Source: an optimization exercise on an open RTL-to-GDS flow (aim: a short achievable clock period and few clock cycles). Production flows keep margins and buffers that such runs may drop.
Function was checked by simulation only, so behaviour that the tests miss may differ from the original.

==> inputs of harbor <==
==> flow/design.v <==
module ks_level_tn #(parameter int W = 72, parameter int D = 1) (
  input  logic [W-1:0] g_i, p_i,
  output logic [W-1:0] gn_o, pn_o
);
  for (genvar i = 0; i < W; i++) begin : g_b
    if (i >= D) begin : g_m
      assign gn_o[i] = !(g_i[i] | (p_i[i] & g_i[i-D]));
      assign pn_o[i] = !(p_i[i] & p_i[i-D]);
    end else begin : g_c
      assign gn_o[i] = !g_i[i];
      assign pn_o[i] = !p_i[i];
    end
  end
endmodule
module ks_level_nt #(parameter int W = 72, parameter int D = 1) (
  input  logic [W-1:0] gn_i, pn_i,
  output logic [W-1:0] g_o, p_o
);
  for (genvar i = 0; i < W; i++) begin : g_b
    if (i >= D) begin : g_m
      assign g_o[i] = !(gn_i[i] & (pn_i[i] | gn_i[i-D]));
      assign p_o[i] = !(pn_i[i] | pn_i[i-D]);
    end else begin : g_c
      assign g_o[i] = !gn_i[i];
      assign p_o[i] = !pn_i[i];
    end
  end
endmodule
module ks_pre #(parameter int W = 72) (
  input  logic [W-1:0] a_i, b_i,
  output logic [W-1:0] g_o, p_o
);
  assign g_o = a_i & b_i;
  assign p_o = a_i ^ b_i;
endmodule
module ks_post #(parameter int W = 72, parameter bit CN = 1'b0) (
  input  logic [W-1:0] p_i, c_i,
  output logic [W-1:0] s_o
);
  logic [W-1:0] c;
  assign c   = CN ? ~c_i : c_i;
  assign s_o = p_i ^ {c[W-2:0], 1'b0};
endmodule
module cpa #(parameter int W = 72) (input logic [W-1:0] a_i, b_i, output logic [W:0] s_o);
  localparam int L = (W > 64) ? 7 : (W > 32) ? 6 : (W > 16) ? 5 : 4;   
  logic [W-1:0] g [0:L];
  logic [W-1:0] p [0:L];
  ks_pre #(.W(W)) u_pre (.a_i(a_i), .b_i(b_i), .g_o(g[0]), .p_o(p[0]));
  for (genvar l = 0; l < L; l++) begin : g_l
    if (l % 2 == 0) begin : g_tn
      ks_level_tn #(.W(W), .D(1 << l)) u_l (.g_i(g[l]), .p_i(p[l]), .gn_o(g[l+1]), .pn_o(p[l+1]));
    end else begin : g_nt
      ks_level_nt #(.W(W), .D(1 << l)) u_l (.gn_i(g[l]), .pn_i(p[l]), .g_o(g[l+1]), .p_o(p[l+1]));
    end
  end
  ks_post #(.W(W), .CN(L % 2 == 1)) u_post (.p_i(p[0]), .c_i(g[L]), .s_o(s_o[W-1:0]));
  assign s_o[W] = (L % 2 == 1) ? !g[L][W-1] : g[L][W-1];
endmodule
module mul_acc_stream #(
  parameter int ACC_W = 72,
  parameter int CNT_W = 16
) (
  input  logic             clk,
  input  logic             rst,
  input  logic             clear,
  input  logic             in_valid,
  output logic             in_ready,
  input  logic [31:0]      in_a,
  input  logic [31:0]      in_b,
  input  logic             in_last,
  output logic             out_valid,
  input  logic             out_ready,
  output logic [ACC_W-1:0] out_acc,
  output logic [CNT_W-1:0] out_count,
  output logic             out_overflow
);
  localparam int R = 2;
  logic             live_q;    
  logic             full_q;    
  logic [CNT_W-1:0] cnt_q;     
  logic             ovf_q;     
  logic [R-1:0][ACC_W-1:0] rows_q;
  localparam int NB = 17;           
  localparam int NA = NB + R;       
  function automatic integer nrows(input integer n0, input integer nout, input integer lvl);
    integer n;
    integer l;
    begin
      n = n0;
      for (l = 0; l < lvl; l = l + 1) begin
        if (n > nout) n = 2 * (n / 3) + (n % 3);
      end
      nrows = n;
    end
  endfunction
  function automatic integer nlevels(input integer n0, input integer nout);
    integer n;
    integer l;
    begin
      n = n0;
      l = 0;
      while (n > nout) begin
        n = 2 * (n / 3) + (n % 3);
        l = l + 1;
      end
      nlevels = l;
    end
  endfunction
  localparam int LA = nlevels(NA, R);
  logic take_s, accept_s, keep_s;
  assign take_s   = full_q && out_ready && !clear;
  assign in_ready = !full_q || out_ready;
  assign accept_s = in_valid && in_ready && !clear;
  assign keep_s   = live_q || (full_q && !out_ready);
  logic [34:0]    bx;
  logic [NB-1:0]  one_s, two_s, neg_s, pos_s;
  assign bx = {2'b00, in_b, 1'b0};
  for (genvar k = 0; k < NB; k++) begin : g_enc
    assign one_s[k] = accept_s && (bx[2*k+1] ^ bx[2*k]);
    assign two_s[k] = accept_s && ((bx[2*k+2] && !bx[2*k+1] && !bx[2*k]) ||
                                   (!bx[2*k+2] && bx[2*k+1] && bx[2*k]));
    assign neg_s[k] = accept_s && bx[2*k+2];
    assign pos_s[k] = accept_s && !bx[2*k+2];
  end
  localparam logic [ACC_W-1:0] KC = 72'hff_5555_5556_0000_0000;
  logic [ACC_W-1:0] at [0:LA][0:NA-1];
  logic [NA-1:0]    adrop [0:LA];
  for (genvar k = 0; k < NB - 1; k++) begin : g_brow
    logic [32:0] x;
    for (genvar j = 0; j < 33; j++) begin : g_sel
      if (j == 0) begin : g_lo
        assign x[j] = (one_s[k] && in_a[j]) ^ neg_s[k];
      end else if (j == 32) begin : g_hi
        assign x[j] = (two_s[k] && in_a[j-1]) ^ neg_s[k];
      end else begin : g_mid
        assign x[j] = ((one_s[k] && in_a[j]) || (two_s[k] && in_a[j-1])) ^ neg_s[k];
      end
    end
    if (k == 0) begin : g_r0
      logic [ACC_W-1:0] kc;
      for (genvar p = 0; p < ACC_W; p++) begin : g_k
        if (p >= 36 && KC[p]) begin : g_one
          assign kc[p] = accept_s;
        end else begin : g_nil
          assign kc[p] = 1'b0;
        end
      end
      assign at[0][0] = kc | (ACC_W'({pos_s[0], neg_s[0], neg_s[0]}) << 33) | ACC_W'(x);
    end else begin : g_rk
      assign at[0][k] = (ACC_W'(pos_s[k]) << (2*k+33)) | (ACC_W'(x) << (2*k)) |
                        (ACC_W'(neg_s[k-1]) << (2*k-2));
    end
  end
  assign at[0][NB-1] = (ACC_W'(one_s[NB-1] ? in_a : 32'd0) << 32) |
                       (ACC_W'(neg_s[NB-2]) << 30);
  for (genvar r = 0; r < R; r++) begin : g_aacc
    assign at[0][NB+r] = keep_s ? rows_q[r] : '0;
  end
  assign adrop[LA] = '0;
  for (genvar lvl = 0; lvl < LA; lvl++) begin : g_al
    localparam int N = nrows(NA, R, lvl);
    localparam int G = N / 3;
    for (genvar g = 0; g < G; g++) begin : g_fa
      logic [ACC_W-1:0] x, y, z, c;
      assign x = at[lvl][3*g];
      assign y = at[lvl][3*g+1];
      assign z = at[lvl][3*g+2];
      assign c = (x & y) | (x & z) | (y & z);
      assign at[lvl+1][2*g]   = x ^ y ^ z;
      assign at[lvl+1][2*g+1] = {c[ACC_W-2:0], 1'b0};
      assign adrop[lvl][g]    = c[ACC_W-1];
    end
    for (genvar j = 3*G; j < N; j++) begin : g_pass
      assign at[lvl+1][2*G+j-3*G] = at[lvl][j];
    end
    for (genvar k = 2*G+N-3*G; k < NA; k++) begin : g_zero
      assign at[lvl+1][k] = '0;
    end
    for (genvar k = G; k < NA; k++) begin : g_nodrop
      assign adrop[lvl][k] = 1'b0;
    end
  end
  logic [R-1:0][ACC_W-1:0] tree_out;
  logic [LA*NA-1:0]        tree_drops;
  for (genvar r = 0; r < R; r++) begin : g_tout
    assign tree_out[r] = at[LA][r];
  end
  for (genvar l = 0; l < LA; l++) begin : g_dr
    assign tree_drops[l*NA +: NA] = adrop[l];
  end
  logic [LA*NA-1:0] drops_q;
  logic [3:0]       exc_q;
  logic [5:0]       ndrop_s;
  logic [6:0]       exc_s;         
  logic [6:0]       exc_d;
  always_comb begin
    ndrop_s = '0;
    for (int i = 0; i < LA * NA; i++) ndrop_s = ndrop_s + 6'(drops_q[i]);
  end
  assign exc_s = {{3{exc_q[3]}}, exc_q} + {1'b0, ndrop_s};
  assign exc_d = (keep_s ? exc_s : 7'd0) - 7'(accept_s);
  always_ff @(posedge clk or posedge rst) begin
    if (rst) begin
      live_q <= 1'b0;
      full_q <= 1'b0;
      cnt_q  <= '0;
      ovf_q  <= 1'b0;
      exc_q  <= '0;
    end else if (clear) begin
      live_q <= 1'b0;
      full_q <= 1'b0;
      cnt_q  <= '0;
      ovf_q  <= 1'b0;
      exc_q  <= '0;
    end else begin
      ovf_q <= keep_s && (ovf_q || (!exc_s[6] && exc_s != 7'd0));
      if (!exc_d[6] && exc_d > 7'd7) begin
        exc_q <= 4'd7;
      end else if (exc_d[6] && exc_d < 7'h7e) begin
        exc_q <= 4'he;
      end else begin
        exc_q <= exc_d[3:0];
      end
      if (accept_s) begin
        live_q <= !in_last;
        full_q <= in_last;
        cnt_q  <= !live_q ? CNT_W'(1) : (&cnt_q) ? cnt_q : cnt_q + CNT_W'(1);
      end else if (take_s) begin
        full_q <= 1'b0;
      end
    end
  end
  always_ff @(posedge clk) begin
    rows_q  <= tree_out;
    drops_q <= tree_drops;
  end
  logic [ACC_W:0] fin_sum;
  cpa #(.W(ACC_W)) u_cpa (
    .a_i (rows_q[0]),
    .b_i (rows_q[1]),
    .s_o (fin_sum)
  );
  assign out_valid    = full_q;
  assign out_acc      = fin_sum[ACC_W-1:0];
  assign out_count    = cnt_q;
  assign out_overflow = ovf_q || (!exc_s[6] && exc_s != 7'd0) ||
                        (exc_s == 7'd0 && fin_sum[ACC_W]);
endmodule
==> flow/flow/run.sh <==
#!/bin/bash
# The standard layout, with one change: synthesis does not map the adder
# trees to the library's full/half-adder cells (ADDER_MAP_FILE empty), so abc
# maps them to faster XOR/majority gates. Registers are untouched by this.
set -euo pipefail
bash standard.sh ADDER_MAP_FILE= finish > flow_make.log 2>&1
==> flow/standard.sh <==
#!/bin/bash
# synth_recipe.tcl (not shown) runs the flow's synth.tcl, then flattens the netlist and writes it again
# the make line also repeats each setting of config.mk as NAME=value (left out here)
make -C /OpenROAD-flow-scripts/flow DESIGN_CONFIG=/design/flow/config.mk WORK_HOME=/design/flow/orfs CLKGATE_MAP_FILE= SYNTH_SCRIPT=/design/flow/synth_recipe.tcl "${@:-finish}"
==> flow/config.mk <==
export PLATFORM = sky130hd
export DESIGN_NAME = mul_acc_stream
export DESIGN_NICKNAME = mul_acc_stream
export VERILOG_FILES = /design/flow/design.v
export SDC_FILE = /design/flow/constraint.sdc
export NUM_CORES = 4
export LEC_CHECK = 0
export CAP_MARGIN = 20
export CORE_MARGIN = 2
export CORE_UTILIZATION = 40
export PLACE_DENSITY = 0.55
export SETUP_SLACK_MARGIN = 4
export SLEW_MARGIN = 20
export SYNTH_HIERARCHICAL = 1
==> flow/constraint.sdc <==
create_clock -name core_clock -period 8.0 [get_ports {clk}]
set_input_delay 1.6000 -clock core_clock [delete_from_list [all_inputs] [get_ports {clk}]]
set_output_delay 1.6000 -clock core_clock [all_outputs]
set_load 0.01 [all_outputs]
==> inputs of maple, as changes to harbor <==
--- a/flow/design.v
+++ b/flow/design.v
@@ -74,14 +74,14 @@
   output logic [CNT_W-1:0] out_count,
   output logic             out_overflow
 );
-  localparam int R = 2;
+  localparam int R = 3;
   logic             live_q;    
   logic             full_q;    
   logic [CNT_W-1:0] cnt_q;     
   logic             ovf_q;     
   logic [R-1:0][ACC_W-1:0] rows_q;
-  localparam int NB = 17;           
-  localparam int NA = NB + R;       
+  localparam int NP = (R == 2) ? 7 : 10;
+  localparam int NA = NP + R;
   function automatic integer nrows(input integer n0, input integer nout, input integer lvl);
     integer n;
     integer l;
@@ -106,55 +106,43 @@
       nlevels = l;
     end
   endfunction
+  localparam int LP = nlevels(32, NP);
   localparam int LA = nlevels(NA, R);
   logic take_s, accept_s, keep_s;
   assign take_s   = full_q && out_ready && !clear;
   assign in_ready = !full_q || out_ready;
   assign accept_s = in_valid && in_ready && !clear;
   assign keep_s   = live_q || (full_q && !out_ready);
-  logic [34:0]    bx;
-  logic [NB-1:0]  one_s, two_s, neg_s, pos_s;
-  assign bx = {2'b00, in_b, 1'b0};
-  for (genvar k = 0; k < NB; k++) begin : g_enc
-    assign one_s[k] = accept_s && (bx[2*k+1] ^ bx[2*k]);
-    assign two_s[k] = accept_s && ((bx[2*k+2] && !bx[2*k+1] && !bx[2*k]) ||
-                                   (!bx[2*k+2] && bx[2*k+1] && bx[2*k]));
-    assign neg_s[k] = accept_s && bx[2*k+2];
-    assign pos_s[k] = accept_s && !bx[2*k+2];
-  end
-  localparam logic [ACC_W-1:0] KC = 72'hff_5555_5556_0000_0000;
+  logic [63:0] pt [0:LP][0:31];
+  for (genvar i = 0; i < 32; i++) begin : g_pp
+    assign pt[0][i] = in_b[i] ? (64'(in_a) << i) : '0;
+  end
+  for (genvar lvl = 0; lvl < LP; lvl++) begin : g_pl
+    localparam int N = nrows(32, NP, lvl);
+    localparam int G = N / 3;
+    for (genvar g = 0; g < G; g++) begin : g_fa
+      logic [63:0] x, y, z, c;
+      assign x = pt[lvl][3*g];
+      assign y = pt[lvl][3*g+1];
+      assign z = pt[lvl][3*g+2];
+      assign c = (x & y) | (x & z) | (y & z);
+      assign pt[lvl+1][2*g]   = x ^ y ^ z;
+      assign pt[lvl+1][2*g+1] = {c[62:0], 1'b0};
+    end
+    for (genvar j = 3*G; j < N; j++) begin : g_pass
+      assign pt[lvl+1][2*G+j-3*G] = pt[lvl][j];
+    end
+    for (genvar k = 2*G+N-3*G; k < 32; k++) begin : g_zero
+      assign pt[lvl+1][k] = '0;
+    end
+  end
   logic [ACC_W-1:0] at [0:LA][0:NA-1];
   logic [NA-1:0]    adrop [0:LA];
-  for (genvar k = 0; k < NB - 1; k++) begin : g_brow
-    logic [32:0] x;
-    for (genvar j = 0; j < 33; j++) begin : g_sel
-      if (j == 0) begin : g_lo
-        assign x[j] = (one_s[k] && in_a[j]) ^ neg_s[k];
-      end else if (j == 32) begin : g_hi
-        assign x[j] = (two_s[k] && in_a[j-1]) ^ neg_s[k];
-      end else begin : g_mid
-        assign x[j] = ((one_s[k] && in_a[j]) || (two_s[k] && in_a[j-1])) ^ neg_s[k];
-      end
-    end
-    if (k == 0) begin : g_r0
-      logic [ACC_W-1:0] kc;
-      for (genvar p = 0; p < ACC_W; p++) begin : g_k
-        if (p >= 36 && KC[p]) begin : g_one
-          assign kc[p] = accept_s;
-        end else begin : g_nil
-          assign kc[p] = 1'b0;
-        end
-      end
-      assign at[0][0] = kc | (ACC_W'({pos_s[0], neg_s[0], neg_s[0]}) << 33) | ACC_W'(x);
-    end else begin : g_rk
-      assign at[0][k] = (ACC_W'(pos_s[k]) << (2*k+33)) | (ACC_W'(x) << (2*k)) |
-                        (ACC_W'(neg_s[k-1]) << (2*k-2));
-    end
-  end
-  assign at[0][NB-1] = (ACC_W'(one_s[NB-1] ? in_a : 32'd0) << 32) |
-                       (ACC_W'(neg_s[NB-2]) << 30);
+  for (genvar r = 0; r < NP; r++) begin : g_ain
+    assign at[0][r] = accept_s ? ACC_W'(pt[LP][r]) : '0;
+  end
   for (genvar r = 0; r < R; r++) begin : g_aacc
-    assign at[0][NB+r] = keep_s ? rows_q[r] : '0;
+    assign at[0][NP+r] = keep_s ? rows_q[r] : '0;
   end
   assign adrop[LA] = '0;
   for (genvar lvl = 0; lvl < LA; lvl++) begin : g_al
@@ -181,46 +169,27 @@
     end
   end
   logic [R-1:0][ACC_W-1:0] tree_out;
-  logic [LA*NA-1:0]        tree_drops;
+  logic                    tree_drop;
   for (genvar r = 0; r < R; r++) begin : g_tout
     assign tree_out[r] = at[LA][r];
   end
-  for (genvar l = 0; l < LA; l++) begin : g_dr
-    assign tree_drops[l*NA +: NA] = adrop[l];
-  end
-  logic [LA*NA-1:0] drops_q;
-  logic [3:0]       exc_q;
-  logic [5:0]       ndrop_s;
-  logic [6:0]       exc_s;         
-  logic [6:0]       exc_d;
   always_comb begin
-    ndrop_s = '0;
-    for (int i = 0; i < LA * NA; i++) ndrop_s = ndrop_s + 6'(drops_q[i]);
-  end
-  assign exc_s = {{3{exc_q[3]}}, exc_q} + {1'b0, ndrop_s};
-  assign exc_d = (keep_s ? exc_s : 7'd0) - 7'(accept_s);
+    tree_drop = 1'b0;
+    for (int l = 0; l < LA; l++) tree_drop = tree_drop | (|adrop[l]);
+  end
   always_ff @(posedge clk or posedge rst) begin
     if (rst) begin
       live_q <= 1'b0;
       full_q <= 1'b0;
       cnt_q  <= '0;
       ovf_q  <= 1'b0;
-      exc_q  <= '0;
     end else if (clear) begin
       live_q <= 1'b0;
       full_q <= 1'b0;
       cnt_q  <= '0;
       ovf_q  <= 1'b0;
-      exc_q  <= '0;
     end else begin
-      ovf_q <= keep_s && (ovf_q || (!exc_s[6] && exc_s != 7'd0));
-      if (!exc_d[6] && exc_d > 7'd7) begin
-        exc_q <= 4'd7;
-      end else if (exc_d[6] && exc_d < 7'h7e) begin
-        exc_q <= 4'he;
-      end else begin
-        exc_q <= exc_d[3:0];
-      end
+      ovf_q <= (keep_s && ovf_q) || tree_drop;
       if (accept_s) begin
         live_q <= !in_last;
         full_q <= in_last;
@@ -231,18 +200,28 @@
     end
   end
   always_ff @(posedge clk) begin
-    rows_q  <= tree_out;
-    drops_q <= tree_drops;
-  end
-  logic [ACC_W:0] fin_sum;
+    rows_q <= tree_out;
+  end
+  logic [1:0][ACC_W-1:0] fin;
+  logic                  fin_drop;
+  logic [ACC_W:0]        fin_sum;
+  if (R == 3) begin : g_fin
+    logic [ACC_W-1:0] fc;
+    assign fc       = (rows_q[0] & rows_q[1]) | (rows_q[0] & rows_q[2]) | (rows_q[1] & rows_q[2]);
+    assign fin[0]   = rows_q[0] ^ rows_q[1] ^ rows_q[2];
+    assign fin[1]   = {fc[ACC_W-2:0], 1'b0};
+    assign fin_drop = fc[ACC_W-1];
+  end else begin : g_nofin
+    assign fin      = rows_q;
+    assign fin_drop = 1'b0;
+  end
   cpa #(.W(ACC_W)) u_cpa (
-    .a_i (rows_q[0]),
-    .b_i (rows_q[1]),
+    .a_i (fin[0]),
+    .b_i (fin[1]),
     .s_o (fin_sum)
   );
   assign out_valid    = full_q;
   assign out_acc      = fin_sum[ACC_W-1:0];
   assign out_count    = cnt_q;
-  assign out_overflow = ovf_q || (!exc_s[6] && exc_s != 7'd0) ||
-                        (exc_s == 7'd0 && fin_sum[ACC_W]);
-endmodule
+  assign out_overflow = ovf_q || fin_drop || fin_sum[ACC_W];
+endmodule
--- a/flow/config.mk
+++ b/flow/config.mk
@@ -7,8 +7,8 @@
 export LEC_CHECK = 0
 export CAP_MARGIN = 20
 export CORE_MARGIN = 2
-export CORE_UTILIZATION = 40
-export PLACE_DENSITY = 0.55
+export CORE_UTILIZATION = 50
+export PLACE_DENSITY = 0.65
 export SETUP_SLACK_MARGIN = 4
 export SLEW_MARGIN = 20
 export SYNTH_HIERARCHICAL = 1
==> metrics.cfg <==
[setup_path]
cp_slowest_cell = xnor3_2
r2r-start = live_q
crit_buf_inv = 5

[outcome]
status = no timing/DRC/antenna violations

[min_path]
hold_path_depth = 1

[power_and_ir_drop]
power_frac_comb_pct = 85.3

(the above is from harbor)
==> metrics.cfg <==
[power_and_ir_drop]
power_frac_comb_pct = 84.8
p_int_uw = 10950

[setup_path]
cp_slowest_cell = xnor3_1
r2r-start = full_q
crit_end = rows_q[100]
crit_buf_inv = 4
crit_arrival_ns = 5.57

[outcome]
status = no timing/DRC/antenna violations

[place]
numPortBuffers = 160

[routing]
drc = 0

(the above is from maple)
Testbench counts of harbor, summed over its fixed seeds: cycles 3,215.
Testbench counts of maple, summed over its fixed seeds: cycles 3,215.

## static timing again, ports no longer ideal
The flow's constraints put no driver on any port. The routed layouts listed below were extracted and timed again, unchanged, in two steps.
Step 1 sets driving cells, clkbuf_16 on the clock port and buf_2 on the other inputs (assumed; they add their load-dependent delay and slew).
Step 2 also shifts input and output timing later by t, the mid clock arrival at the registers, as if the neighbouring blocks saw the same clock.
Three values: ideal, step 1, step 2; two values: the first two.
run | t (ns) | setup WS [ns] | worst setup path at the end | slew at the worst register clock pin (ns) | worst slew at a driven data input, ns
harbor | 0.591 | 3.071 / 3.000 / 2.410 | input to register | 0.10 / 0.10 | 0.39
maple | 0.670 | 2.925 / 2.818 / 2.148 | input to register | 0.08 / 0.08 | 0.49
After both steps every run listed still meets setup and hold. For maple, which loses most, drivers alone change the setup slack by -0.107 ns; drivers and shift together by -0.777 ns.
